This is an optimization exercise on Yosys and OpenROAD, whose aim is a short achievable clock period and few clock cycles, not a production implementation. Only simulation tests tie the RTL to the original design; equivalence was not proved.

## design/flow/config.mk

```make
export PLATFORM = sky130hd
export DESIGN_NAME = mips_core
export DESIGN_NICKNAME = mips_core
export VERILOG_FILES = /design/flow/design.v
export SDC_FILE = /design/flow/constraint.sdc
export NUM_CORES = 4
export LEC_CHECK = 0
export ABC_CLOCK_PERIOD_IN_PS = 3000
export CAP_MARGIN = 20
export CORE_MARGIN = 2
export CORE_UTILIZATION = 40
export PLACE_DENSITY = 0.6
export SETUP_SLACK_MARGIN = 4.7
export SLEW_MARGIN = 20
export TNS_END_PERCENT = 100
```

## design/flow/constraint.sdc

```tcl
create_clock -name core_clock -period 8.0 [get_ports {clk}]
set_input_delay 1.6000 -clock core_clock [delete_from_list [all_inputs] [get_ports {clk}]]
set_output_delay 1.6000 -clock core_clock [all_outputs]
set_load 0.01 [all_outputs]
```

## design/flow/design.v

```verilog
`timescale 1ns/1ps
package mips_pkg;
    typedef logic [31:0] word_t;
    typedef logic [31:0] addr_t;
    typedef logic [31:0] inst_t;
    typedef logic [4:0]  reg_addr_t;
    typedef logic [4:0]  shamt_t;
    typedef enum logic [3:0] {
        ALU_ADD,
        ALU_SUB,
        ALU_AND,
        ALU_OR,
        ALU_XOR,
        ALU_SLT,
        ALU_SLL,
        ALU_SRL,
        ALU_LUI
    } alu_op_e;
    localparam addr_t RESET_PC = 32'h0000_0000;
    localparam logic [5:0] OP_SPECIAL = 6'h00;
    localparam logic [5:0] OP_BEQ     = 6'h04;
    localparam logic [5:0] OP_BNE     = 6'h05;
    localparam logic [5:0] OP_ADDIU   = 6'h09;
    localparam logic [5:0] OP_ANDI    = 6'h0c;
    localparam logic [5:0] OP_ORI     = 6'h0d;
    localparam logic [5:0] OP_LUI     = 6'h0f;
    localparam logic [5:0] OP_LW      = 6'h23;
    localparam logic [5:0] OP_SW      = 6'h2b;
    localparam logic [5:0] FUNCT_SLL  = 6'h00;
    localparam logic [5:0] FUNCT_SRL  = 6'h02;
    localparam logic [5:0] FUNCT_ADDU = 6'h21;
    localparam logic [5:0] FUNCT_SUBU = 6'h23;
    localparam logic [5:0] FUNCT_AND  = 6'h24;
    localparam logic [5:0] FUNCT_OR   = 6'h25;
    localparam logic [5:0] FUNCT_XOR  = 6'h26;
    localparam logic [5:0] FUNCT_SLT  = 6'h2a;
endpackage
`timescale 1ns/1ps
`timescale 1ns/1ps
`timescale 1ns/1ps
`timescale 1ns/1ps
`timescale 1ns/1ps
`timescale 1ns/1ps
`timescale 1ns/1ps
module mips_core (
    input  logic      clk,
    input  logic      reset_i,
    input  logic      stall_i,
    output mips_pkg::addr_t     rom_addr_o,
    input  mips_pkg::inst_t     rom_data_i,
    output logic      ram_en_o,
    output logic      ram_we_o,
    output mips_pkg::addr_t     ram_addr_o,
    output mips_pkg::word_t     ram_wdata_o,
    input  mips_pkg::word_t     ram_rdata_i,
    output logic      debug_wb_en_o,
    output mips_pkg::reg_addr_t debug_wb_addr_o,
    output mips_pkg::word_t     debug_wb_data_o,
    output mips_pkg::addr_t     debug_wb_pc_o
);
    logic [31:0] pc_q;
    logic        x_wr;         
    logic [4:0]  x_dst;
    logic [31:0] x_pc;
    logic [31:0] x_npc;        
    logic [31:0] x_a;          
    logic [31:0] x_b;          
    logic [31:0] x_imm;        
    logic        x_fa;         
    logic        x_fb;         
    logic        x_luse;       
    logic        x_use_imm;
    logic        x_sub;
    logic [4:0]  x_shamt;
    logic        x_r_add, x_r_and, x_r_or, x_r_xor, x_r_slt, x_r_sll, x_r_srl;
    logic        x_is_load, x_is_store, x_beq, x_bne;
    logic        m_wb;
    logic [4:0]  m_dst;
    logic [31:0] m_pc;
    logic [31:0] m_res;
    logic [31:0] m_sd;
    logic        m_is_load;
    logic        m_is_store;
    logic        m_ram_en;
    mips_pkg::word_t regs [1:31];
    logic [31:0] m_wdata;
    assign m_wdata = m_is_load ? ram_rdata_i : m_res;
    assign ram_en_o        = m_ram_en;
    assign ram_we_o        = m_is_store && !stall_i;
    assign ram_addr_o      = m_res;
    assign ram_wdata_o     = m_sd;
    assign debug_wb_en_o   = m_wb && !stall_i;
    assign debug_wb_addr_o = m_dst;
    assign debug_wb_data_o = m_wdata;
    assign debug_wb_pc_o   = m_pc;
    always_ff @(posedge clk) begin
        if (reset_i) begin
            for (int i = 1; i < 32; i++) begin
                regs[i] <= '0;
            end
        end else if (m_wb && !stall_i) begin
            regs[m_dst] <= m_wdata;
        end
    end
    logic [5:0]  f_op, f_fn;
    logic [4:0]  f_rs, f_rt, f_rd;
    logic        f_rtype, f_shift;
    logic        f_addiu, f_andi, f_ori, f_lui, f_lw, f_sw, f_beq, f_bne;
    logic        f_uses_rs, f_uses_rt, f_wr, f_use_imm;
    logic [4:0]  f_dst;
    logic [31:0] f_imm;
    logic [31:0] f_a, f_b;
    logic        f_fa, f_fb;
    assign f_op = rom_data_i[31:26];
    assign f_fn = rom_data_i[5:0];
    assign f_rs = rom_data_i[25:21];
    assign f_rt = rom_data_i[20:16];
    assign f_rd = rom_data_i[15:11];
    assign f_shift = (f_fn == mips_pkg::FUNCT_SLL) || (f_fn == mips_pkg::FUNCT_SRL);
    assign f_rtype = (f_op == mips_pkg::OP_SPECIAL) &&
                     (f_shift ||
                      f_fn == mips_pkg::FUNCT_ADDU || f_fn == mips_pkg::FUNCT_SUBU ||
                      f_fn == mips_pkg::FUNCT_AND  || f_fn == mips_pkg::FUNCT_OR   ||
                      f_fn == mips_pkg::FUNCT_XOR  || f_fn == mips_pkg::FUNCT_SLT);
    assign f_addiu = (f_op == mips_pkg::OP_ADDIU);
    assign f_andi  = (f_op == mips_pkg::OP_ANDI);
    assign f_ori   = (f_op == mips_pkg::OP_ORI);
    assign f_lui   = (f_op == mips_pkg::OP_LUI);
    assign f_lw    = (f_op == mips_pkg::OP_LW);
    assign f_sw    = (f_op == mips_pkg::OP_SW);
    assign f_beq   = (f_op == mips_pkg::OP_BEQ);
    assign f_bne   = (f_op == mips_pkg::OP_BNE);
    assign f_uses_rs = (f_rtype && !f_shift) || f_addiu || f_andi || f_ori || f_lw || f_sw ||
                       f_beq || f_bne;
    assign f_uses_rt = f_rtype || f_sw || f_beq || f_bne;
    assign f_use_imm = f_addiu || f_andi || f_ori || f_lui || f_lw || f_sw;
    assign f_dst     = f_rtype ? f_rd : f_rt;
    assign f_wr      = (f_rtype || f_addiu || f_andi || f_ori || f_lui || f_lw) && (f_dst != 5'd0);
    always_comb begin
        if (f_andi || f_ori)  f_imm = {16'h0000, rom_data_i[15:0]};
        else if (f_lui)       f_imm = {rom_data_i[15:0], 16'h0000};
        else                  f_imm = {{16{rom_data_i[15]}}, rom_data_i[15:0]};
    end
    function automatic logic [31:0] read_port(input logic [4:0] addr);
        logic [31:0] data;
        data = '0;
        if (addr != 5'd0) begin
            data = (m_wb && m_dst == addr) ? m_wdata : regs[addr];
        end
        read_port = data;
    endfunction
    assign f_a  = f_uses_rs ? read_port(f_rs) : 32'd0;
    assign f_b  = read_port(f_rt);
    assign f_fa = f_uses_rs && x_wr && (x_dst == f_rs);
    assign f_fb = f_uses_rt && x_wr && (x_dst == f_rt);
    logic [31:0] a, b, rt_val, sd_val;
    logic [31:0] sum, res;
    logic        slt, taken;
    logic [31:0] tgt, pc_next;
    assign a      = x_fa ? m_res : x_a;
    assign rt_val = x_fb ? m_res : x_b;
    assign b      = x_use_imm ? x_imm : rt_val;
    assign sd_val = x_fb ? m_wdata : x_b;
    assign sum = a + (b ^ {32{x_sub}}) + {31'd0, x_sub};
    assign slt = (a[31] & ~b[31]) | (~(a[31] ^ b[31]) & sum[31]);
    assign res = ({32{x_r_add}} & sum) |
                 ({32{x_r_and}} & (a & b)) |
                 ({32{x_r_or}}  & (a | b)) |
                 ({32{x_r_xor}} & (a ^ b)) |
                 ({32{x_r_slt}} & {31'd0, slt}) |
                 ({32{x_r_sll}} & (b << x_shamt)) |
                 ({32{x_r_srl}} & (b >> x_shamt));
    assign taken   = (x_beq && a == rt_val) || (x_bne && a != rt_val);
    assign tgt     = x_npc + {x_imm[29:0], 2'b00};
    assign pc_next = taken ? tgt : pc_q + 32'd4;
    assign rom_addr_o = pc_q;
    always_ff @(posedge clk) begin
        if (reset_i) begin
            pc_q       <= mips_pkg::RESET_PC;
            x_wr       <= 1'b0;
            x_fa       <= 1'b0;
            x_fb       <= 1'b0;
            x_luse     <= 1'b0;
            x_is_load  <= 1'b0;
            x_is_store <= 1'b0;
            x_beq      <= 1'b0;
            x_bne      <= 1'b0;
            m_wb       <= 1'b0;
            m_is_load  <= 1'b0;
            m_is_store <= 1'b0;
            m_ram_en   <= 1'b0;
        end else if (!stall_i) begin
            if (!x_luse) begin
                pc_q       <= pc_next;
                x_wr       <= f_wr;
                x_fa       <= f_fa;
                x_fb       <= f_fb;
                x_luse     <= x_is_load && (f_fa || (f_fb && !f_sw));
                x_is_load  <= f_lw;
                x_is_store <= f_sw;
                x_beq      <= f_beq;
                x_bne      <= f_bne;
                m_wb       <= x_wr;
                m_is_load  <= x_is_load;
                m_is_store <= x_is_store;
                m_ram_en   <= x_is_load || x_is_store;
            end else begin
                x_fa       <= 1'b0;
                x_fb       <= 1'b0;
                x_luse     <= 1'b0;
                m_wb       <= 1'b0;
                m_is_load  <= 1'b0;
                m_is_store <= 1'b0;
                m_ram_en   <= 1'b0;
            end
        end
    end
    always_ff @(posedge clk) begin
        if (!stall_i) begin
            if (!x_luse) begin
                x_dst     <= f_dst;
                x_pc      <= pc_q;
                x_npc     <= pc_q + 32'd4;
                x_a       <= f_a;
                x_b       <= f_b;
                x_imm     <= f_imm;
                x_use_imm <= f_use_imm;
                x_sub     <= (f_op == mips_pkg::OP_SPECIAL) &&
                             (f_fn == mips_pkg::FUNCT_SUBU || f_fn == mips_pkg::FUNCT_SLT);
                x_shamt   <= rom_data_i[10:6];
                x_r_add   <= f_addiu || f_lui || f_lw || f_sw ||
                             (f_op == mips_pkg::OP_SPECIAL &&
                              (f_fn == mips_pkg::FUNCT_ADDU || f_fn == mips_pkg::FUNCT_SUBU));
                x_r_and   <= f_andi || (f_op == mips_pkg::OP_SPECIAL && f_fn == mips_pkg::FUNCT_AND);
                x_r_or    <= f_ori  || (f_op == mips_pkg::OP_SPECIAL && f_fn == mips_pkg::FUNCT_OR);
                x_r_xor   <= (f_op == mips_pkg::OP_SPECIAL && f_fn == mips_pkg::FUNCT_XOR);
                x_r_slt   <= (f_op == mips_pkg::OP_SPECIAL && f_fn == mips_pkg::FUNCT_SLT);
                x_r_sll   <= (f_op == mips_pkg::OP_SPECIAL && f_fn == mips_pkg::FUNCT_SLL);
                x_r_srl   <= (f_op == mips_pkg::OP_SPECIAL && f_fn == mips_pkg::FUNCT_SRL);
                m_dst     <= x_dst;
                m_pc      <= x_pc;
                m_res     <= res;
                m_sd      <= sd_val;
            end else begin
                if (x_fa) x_a <= m_wdata;
                if (x_fb) x_b <= m_wdata;
            end
        end
    end
endmodule
```

## design/flow/run.sh

```bash
#!/bin/bash
# synth_recipe.tcl (not shown) runs the flow's synth.tcl, then flattens the netlist and writes it again
# the make line also repeats each setting of config.mk as NAME=value (left out here)
make -C /OpenROAD-flow-scripts/flow DESIGN_CONFIG=/design/flow/config.mk WORK_HOME=/design/flow/orfs CLKGATE_MAP_FILE= SYNTH_SCRIPT=/design/flow/synth_recipe.tcl finish
```

==> results.txt <==
[synthesized netlist by cell type (9+ instances only)]
cell,count
nand4_1,22
dfxtp_1,44
nand2_1,293
o211ai_1,113
nor3_1,39
nand2b_1,22
xor2_1,81
edfxtp_1,1302
mux2i_1,329
o22ai_1,18
and3_1,28
o21a_1,15
mux2_2,132
nand3_1,52
buf_1,72
buf_2,44
ha_1,125
nor4_1,25
o221ai_1,13
buf_6,10
a211o_1,12
a22oi_1,79
a31oi_1,10
nor2b_1,33
inv_1,134
a21o_1,19
mux4_2,492
a311oi_1,12
a22o_1,34
xnor2_1,128
or3_1,14
a221oi_1,70
o21ai_0,259
clkbuf_1,416
o2111ai_1,9
a21oi_1,242
a211oi_1,25
nor2_1,1239
[worst paths after layout]
kind,start,to,slack (ns),cells past startpoint
setup / recovery,ram_rdata_i[31],debug_wb_data_o[31],3.96,5
hold / removal,x_pc[18],m_pc[18],0.42,0
setup reg to reg,m_res[18],m_res[25],4.15,14
hold reg to reg,x_pc[18],m_pc[18],0.42,0
[worst max-delay path, cell delays in order]
cell        delay [ns]
buf_8             0.11
mux2i_4           0.18
buf_12            0.15
clkinvlp_4        0.20
buf_6             0.19
[sequential cells by signal, indices dropped and copies added (netlist names), 5 cells and up]
register and count:
x_npc 30, m_res 32, x_a 32, m_dst 5, x_b 32, m_sd 32, m_pc 32, regs 1024
x_shamt 5, x_imm 32, pc_q 32, x_dst 5, x_pc 32
[layer usage]
layer	vias to the layer above	wire (µm)
met1	30700	112000
met2	4647	153000
met4	10	30100
met5	-	65
met3	1142	42600
li1	24400	-
[repair_timing]
| action | CTS | global route |
|---|---|---|
| setup endpoints to repair | 1609 | 626 |
| gates resized for setup | 1075 | 281 |
| gates cloned | 67 | 28 |
| buffers inserted | 266 | 141 |
| pin swaps | 95 | 108 |
| hold endpoints to repair | 0 | 0 |
[power by group through the flow]
stage | Sequential [µW] | Combinational [µW] | Clock, µW
final | 8230 | 3400 | 6900
after global routing | 8240 | 3490 | 7170
after CTS | 8220 | 3080 | 6910
after detailed placement | 8390 | 2590 | 0
after global placement | 8380 | 2570 | 0
after floorplan | 8290 | 1600 | 0
[through the flow]
| stage | instances | area, µm² | utilization [%] |
|---|---|---|---|
| floorplan | 6150 | 76700 | - |
| global placement | 8520 | 81800 | 43.1 |
| detailed placement | 8520 | 81800 | 43.1 |
| CTS | 9125 | 92800 | 48.9 |
| global route | 9295 | 95900 | 50.5 |
| finish | 9299 | 95900 | 50.5 |
[logic make-up after synthesis]
| logic type | Yosys count |
|---|---|
| XOR/XNOR | 209 |
| AND/OR/NAND/NOR | 1812 |
| buffers and inverters | 689 |
| flip-flops | 1346 |
| multiplexers | 974 |
| AO/OA/AOI/OAI | 993 |
| adder cells (fa/ha/maj) | 127 |
[area by class of cell]
type	count	area, µm²
fillers	16000	93900
flip-flops and latches	1346	40000
multi-input cells	4120	36200
repair buffers	902	11100
clock buffers	193	4030
well taps	2511	3140
clock inverters	79	707
inverters	142	679
repair inverters	2	17.5
diodes	4	10.0
==> results.json <==
{
  "hold_violations": 0,
  "syn-instance-count": 6150,
  "grtUsageMet1_pct": 40.0,
  "wirelength_mm": 338,
  "layout_common_cells": "1302 x edfxtp_1, 1232 x nor2_1, 492 x mux4_2",
  "relSlewSlack_pct": 22.0,
  "comb_power_share_pct": 18.4,
  "skew_ns": 0.0329,
  "sw_frac_of_total_pct": 28.2,
  "yosysTopAreaCell": "edfxtp_1",
  "total_power_uw": 18500,
  "ys_seq_area_share_pct": 52.4,
  "synthMuxAreaShare_pct": 21.3,
  "clock_path_buffers": 3,
  "hold_class": "reg2reg",
  "grt-ovfl-total": 0,
  "htree_levels": 4,
  "path_class": "in2out",
  "dr_total_vias": 60900,
  "worst_setup_path_end_kind": "output pin",
  "max_freq_ghz": 0.247,
  "yosys_warnings": 1,
  "place_congestion": 0.956,
  "seq_power_share_pct": 44.4,
  "period_share_pct": 50.5,
  "grt_util_met2_pct": 51.7,
  "p_clk_share_pct": 37.2,
  "synth.avg_cell_area_um2": 12.4,
  "clock_sinks": 1346,
  "drtAntennaViolNets": 0,
  "cellLeakagePower_uw": 0.0357,
  "die_area_um2": 194000,
  "synth-main-ff-cell": "edfxtp_1",
  "clk_pin_slew_ns": 0.06,
  "yosys.area_share.adder_pct": 2.10,
  "synth-xor-area-share_pct": 2.40,
  "synth_simple_gate_area_share_pct": 9.76,
  "drt_pass1_iterations": 8,
  "tightest_slew_ns": 1.17,
  "synth_compound_area_share_pct": 8.49,
  "cts_root_buf": "clkbuf_16",
  "synth_top_area_share_pct": 51.2,
  "dp_slack_ns": 2.61,
  "p_per_area_nw_per_um2": 193,
  "io_buffers": 234,
  "postCtsHoldBufs": 0,
  "wire_per_inst_um": 36.3,
  "core_region_area_um2": 190000,
  "synth_edf_count": 1302,
  "dp_hpwl_mm": 187,
  "final_layout_size_suffix_gt1_share_pct": 29.9,
  "start_util_pct": 40.2,
  "cts_buffers": 148,
  "grt_antenna_before_repair": 15,
  "gr-usage-all-layers_pct": 33.3,
  "synth_seq_cells": 1346,
  "layout_commonest_cell": "edfxtp_1",
  "top_usage_layer": "met2",
  "syn-cell-area_um2": 76300,
  "grt_setup_unrepaired": "true",
  "setup_ws_ns": 3.96,
  "grt_max_degree": 91,
  "async_flop_share_pct": 0,
  "setup_viol": 0,
  "drt_iter0_markers": 8702,
  "routed_via_density": 6.55,
  "power_switching_uw": 5230,
  "drc_errors": 0,
  "p_int_uw": 13300,
  "ir_drop_uv": 203,
  "slew_violations": 0,
  "whs_ns": 0.417,
  "synth_cell_type_count": 84,
  "grt_pass1_wl_mm": 451,
  "cp.required_ns": 6.40,
  "num_rows": 160,
  "die_height_um": 441,
  "clkLatencyLatePin_ns": 0.84,
  "gr-usage-met3_pct": 9.13,
  "area_growth_syn_to_layout_pct": 25.6,
  "syn_nets": 6344,
  "cts_tree": "built",
  "num_io_pins": 235,
  "fin_crit_ns": 4.04,
  "synth_area_leaders": "edfxtp_1 51%, mux4_2 15%, nor2_1 6.1%",
  "critPathArrivalTime_ns": 2.44,
  "maxCapViolCount": 0,
  "synth_top_family_by_area": "multiplexers",
  "critPathMaxFanout": 2,
  "die_w_um": 441,
  "startpoint_type": "input port",
  "outcome": "timing/DRC/antenna clean",
  "setup_tns_ns": 0,
  "nNetsFinal": 6856,
  "grt_pass1_vias": 57800
}
Testbench counts, summed over its fixed seeds: cycles 11,025.

==> what the ideal ports hide <==
The flow's constraints put no driver on any port. The routed layout listed below was extracted and timed again, unchanged, in two steps.
Step 1, drivers: a clkbuf_16 drives clk and a buf_2 each remaining input, both assumed.
Step 2 times the ports against the registers' clock, not the clock port: input delays grow and output delays shrink by t, the midpoint of the rising clock arrivals with the driver on.
Three values: ideal, step 1, step 2; two values: the first two.
t, ns: 0.915
setup slack, ns: 3.959 / 3.917 / 3.514
hold slack, ns: 0.417 / 0.417 / 0.417
worst setup path after step 2: input to register
worst slew at a driven data input, ns: 0.38
After both steps setup and hold are still met in this run. The setup slack of this run moves by -0.042 ns with the drivers and by -0.445 ns with both steps.
